What follows belongs to an exercise in optimizing a design on an open flow for small area, a short achievable clock period and few clock cycles per item; a production flow would make more cautious choices.
Only simulation tests tie the RTL to the original design; equivalence was not proved.
Power is estimated from default activity; no workload was simulated.

## touch_median_calibrate_map
module touch_median_calibrate_map #(
  parameter int RAW_BITS = 12
) (
  input  logic                                  clk,
  input  logic                                  rst_n,
  input  logic                                  in_tvalid,
  output logic                                  in_tready,
  input  logic [((3*RAW_BITS+7)/8)*8-1:0]       in_tdata,
  output logic                                  out_tvalid,
  input  logic                                  out_tready,
  output logic [23:0]                           out_tdata,
  output logic                                  out_tuser,
  input  logic                                  cfg_psel,
  input  logic                                  cfg_penable,
  input  logic                                  cfg_pwrite,
  input  logic [tmcm_pkg::CFG_ADDR_BITS-1:0]    cfg_paddr,
  input  logic [tmcm_pkg::CFG_DATA_BITS-1:0]    cfg_pwdata,
  output logic [tmcm_pkg::CFG_DATA_BITS-1:0]    cfg_prdata,
  output logic                                  cfg_pready
);
  localparam int SB = tmcm_pkg::SCR_BITS;
  localparam int PW = RAW_BITS + SB;
  ...
make LEC_CHECK=0 CAP_MARGIN=20 CORE_MARGIN=2 CORE_UTILIZATION=65 SETUP_SLACK_MARGIN=2.95 SLEW_MARGIN=20 finish   # period 7.0 ns
run.sh (not shown) runs the stock make flow with config.mk's settings and CLKGATE_MAP_FILE= SYNTH_SCRIPT=/design/flow/synth_recipe.tcl, a recipe that flattens the netlist after the stock synthesis.
The starting point produced a clean layout.
Testbench counts at the start, summed over its fixed seeds: cycles 19,520, items 6,400.
Next try:
- CORE_UTILIZATION: 65 -> 40
- CTS_BUF_LIST: unset -> sky130_fd_sc_hd__clkbuf_4 sky130_fd_sc_hd__clkbuf_8
- CTS_CLUSTER_DIAMETER: unset -> 55
- CTS_CLUSTER_SIZE: unset -> 30
What happened: The changed run finished clean. Flip-flop and latch count stays the same. Die area grows by well over a third. Cell area goes down slightly. Final cell count climbs by roughly a tenth. Total power went down by a few percent.
Next try:
- CTS_CLUSTER_DIAMETER: 55 -> unset
- CTS_CLUSTER_SIZE: 30 -> 40
- SETUP_SLACK_MARGIN: 2.95 -> 3.05
Result:
- The changed run finished clean
- combinational power came out higher by about 4%
- sequential power stays flat
- clock-buffer cell count came out higher by 39
- utilization came out higher by 1.7 points
- routed wire length came out higher by 2.7%
- power came out higher by 5.3%
- design area came out higher by 3.7%
- hold slack loses 0.013 ns
- final cell count came out higher by 2.2%
Next try:
- SETUP_SLACK_MARGIN: 3.05 -> 2.95
- TNS_END_PERCENT: unset -> 10
After rerunning: The changed run produced a clean layout. Register-to-register slack degrades by 0.04 ns. Die area is unchanged. Sequential power barely changes. Global-route usage drops by 0.21 points. Synthesized area is unchanged. Hold slack stays flat. Synthesized cell count does not change. Utilization drops by 0.80 points.
Next try:
- TNS_END_PERCENT: 10 -> unset
Outcome: Setup slack is better by 0.055 ns. Routed wire length is about the same. Sequential share of layout area grows by 0.23 points. Core utilization shrinks by 0.41 points. Cell count shrinks by 0.95%. Global-route usage grows by 0.19 points. Die area stays the same. Clock-buffer cell count shrinks by 12. Fmax grows by 1.4%. Clock power shrinks by about 6%. Via count stays the same.

========
Starting RTL as in the previous note.
clock: 7.0 ns
lec_check: 0
cap_margin: 5
core_margin: 2
core_utilization: 40
cts_buf_list: sky130_fd_sc_hd__clkbuf_4 sky130_fd_sc_hd__clkbuf_8
cts_cluster_size: 40
setup_slack_margin: 2.95
slew_margin: 5
Testbench counts at the start, summed over its fixed seeds: cycles 19,520, items 6,400.
==> next run, changes <==
CAP_MARGIN = 20   (was 5)
CTS_BUF_LIST = unset   (was sky130_fd_sc_hd__clkbuf_4 sky130_fd_sc_hd__clkbuf_8)
CTS_CLUSTER_SIZE = unset   (was 40)
SLEW_MARGIN = 20   (was 5)
Result: The new run passed the timing, design-rule and antenna checks. Synthesized cell count stays the same. Area after synthesis is unchanged. Total power went up by a few percent. Worst setup slack got worse by 16 ps.

========
Starting RTL as in the previous note.
## touch_median_calibrate_map
module touch_median_calibrate_map #(
  parameter int RAW_BITS = 12
) (
  input  logic                                  clk,
  input  logic                                  rst_n,
  input  logic                                  in_tvalid,
  output logic                                  in_tready,
  input  logic [((3*RAW_BITS+7)/8)*8-1:0]       in_tdata,
  output logic                                  out_tvalid,
  input  logic                                  out_tready,
  output logic [23:0]                           out_tdata,
  output logic                                  out_tuser,
  input  logic                                  cfg_psel,
  input  logic                                  cfg_penable,
  input  logic                                  cfg_pwrite,
  input  logic [tmcm_pkg::CFG_ADDR_BITS-1:0]    cfg_paddr,
  input  logic [tmcm_pkg::CFG_DATA_BITS-1:0]    cfg_pwdata,
  output logic [tmcm_pkg::CFG_DATA_BITS-1:0]    cfg_prdata,
  output logic                                  cfg_pready
);
clock: 7.0 ns
lec_check: 0
cap_margin: 20
core_margin: 2
core_utilization: 40
cts_buf_list: sky130_fd_sc_hd__clkbuf_4 sky130_fd_sc_hd__clkbuf_8
cts_cluster_diameter: 45
cts_cluster_size: 30
setup_slack_margin: 2.95
slew_margin: 20
The baseline finished with timing, DRC and antenna clean.
Testbench counts at the start, summed over its fixed seeds: cycles 19,520, items 6,400.
Then changed:
Settings changed: ABC_CLOCK_PERIOD_IN_PS set to 4000, CTS_CLUSTER_DIAMETER 45 to not set, CTS_CLUSTER_SIZE 30 to 40.
After rerunning:
- flip-flop and latch count stays the same
- cell count stays the same
- global-route usage barely changes
- wire length stays flat
- setup slack got worse by 15 ps
- via count hardly moves
- power came out lower by about 2.7%
- worst hold slack barely changes

-- separate check: timing with driven ports --
The results above use ideal ports. As a check the final layouts listed here were re-extracted and re-timed, cells and wires unchanged.
Step 1: set_driving_cell puts a clkbuf_16 on clk and a buf_2 on each other input, an assumption about the parent block.
Step 2 moves the port delays by t, midway between the first and last clock arrival at a register: inputs arrive t later, outputs are due t later. That takes back most of the time a late clock gives input paths.
Three values: no drivers, after step 1, after step 2; two values: the first two.
run	t (ns)	setup WS [ns]	worst setup path at the end	worst register clock-pin slew, ns	pins driven straight from the clock port
the first run of note 1	0.647	2.901 / 2.838 / 2.397	input to register	0.07 / 0.07	1
the second run of note 1	0.720	2.949 / 2.898 / 2.395	input to register	0.11 / 0.11	1
the third run of note 1	0.730	3.001 / 2.835 / 2.486	input to register	0.07 / 0.07	1
the fourth run of note 1	0.728	2.912 / 2.745 / 2.389	input to register	0.07 / 0.07	1
the fifth run of note 1	0.713	2.967 / 2.914 / 2.373	input to register	0.07 / 0.07	1
the first run of note 2	0.714	2.961 / 2.909 / 2.369	input to register	0.07 / 0.07	1
the second run of note 2	0.637	2.945 / 2.895 / 2.461	input to register	0.07 / 0.07	1
the first run of note 3	0.709	2.983 / 2.896 / 2.398	input to register	0.08 / 0.08	1
the second run of note 3	0.713	2.967 / 2.914 / 2.373	input to register	0.07 / 0.07	1
After both steps every run listed still meets setup and hold.
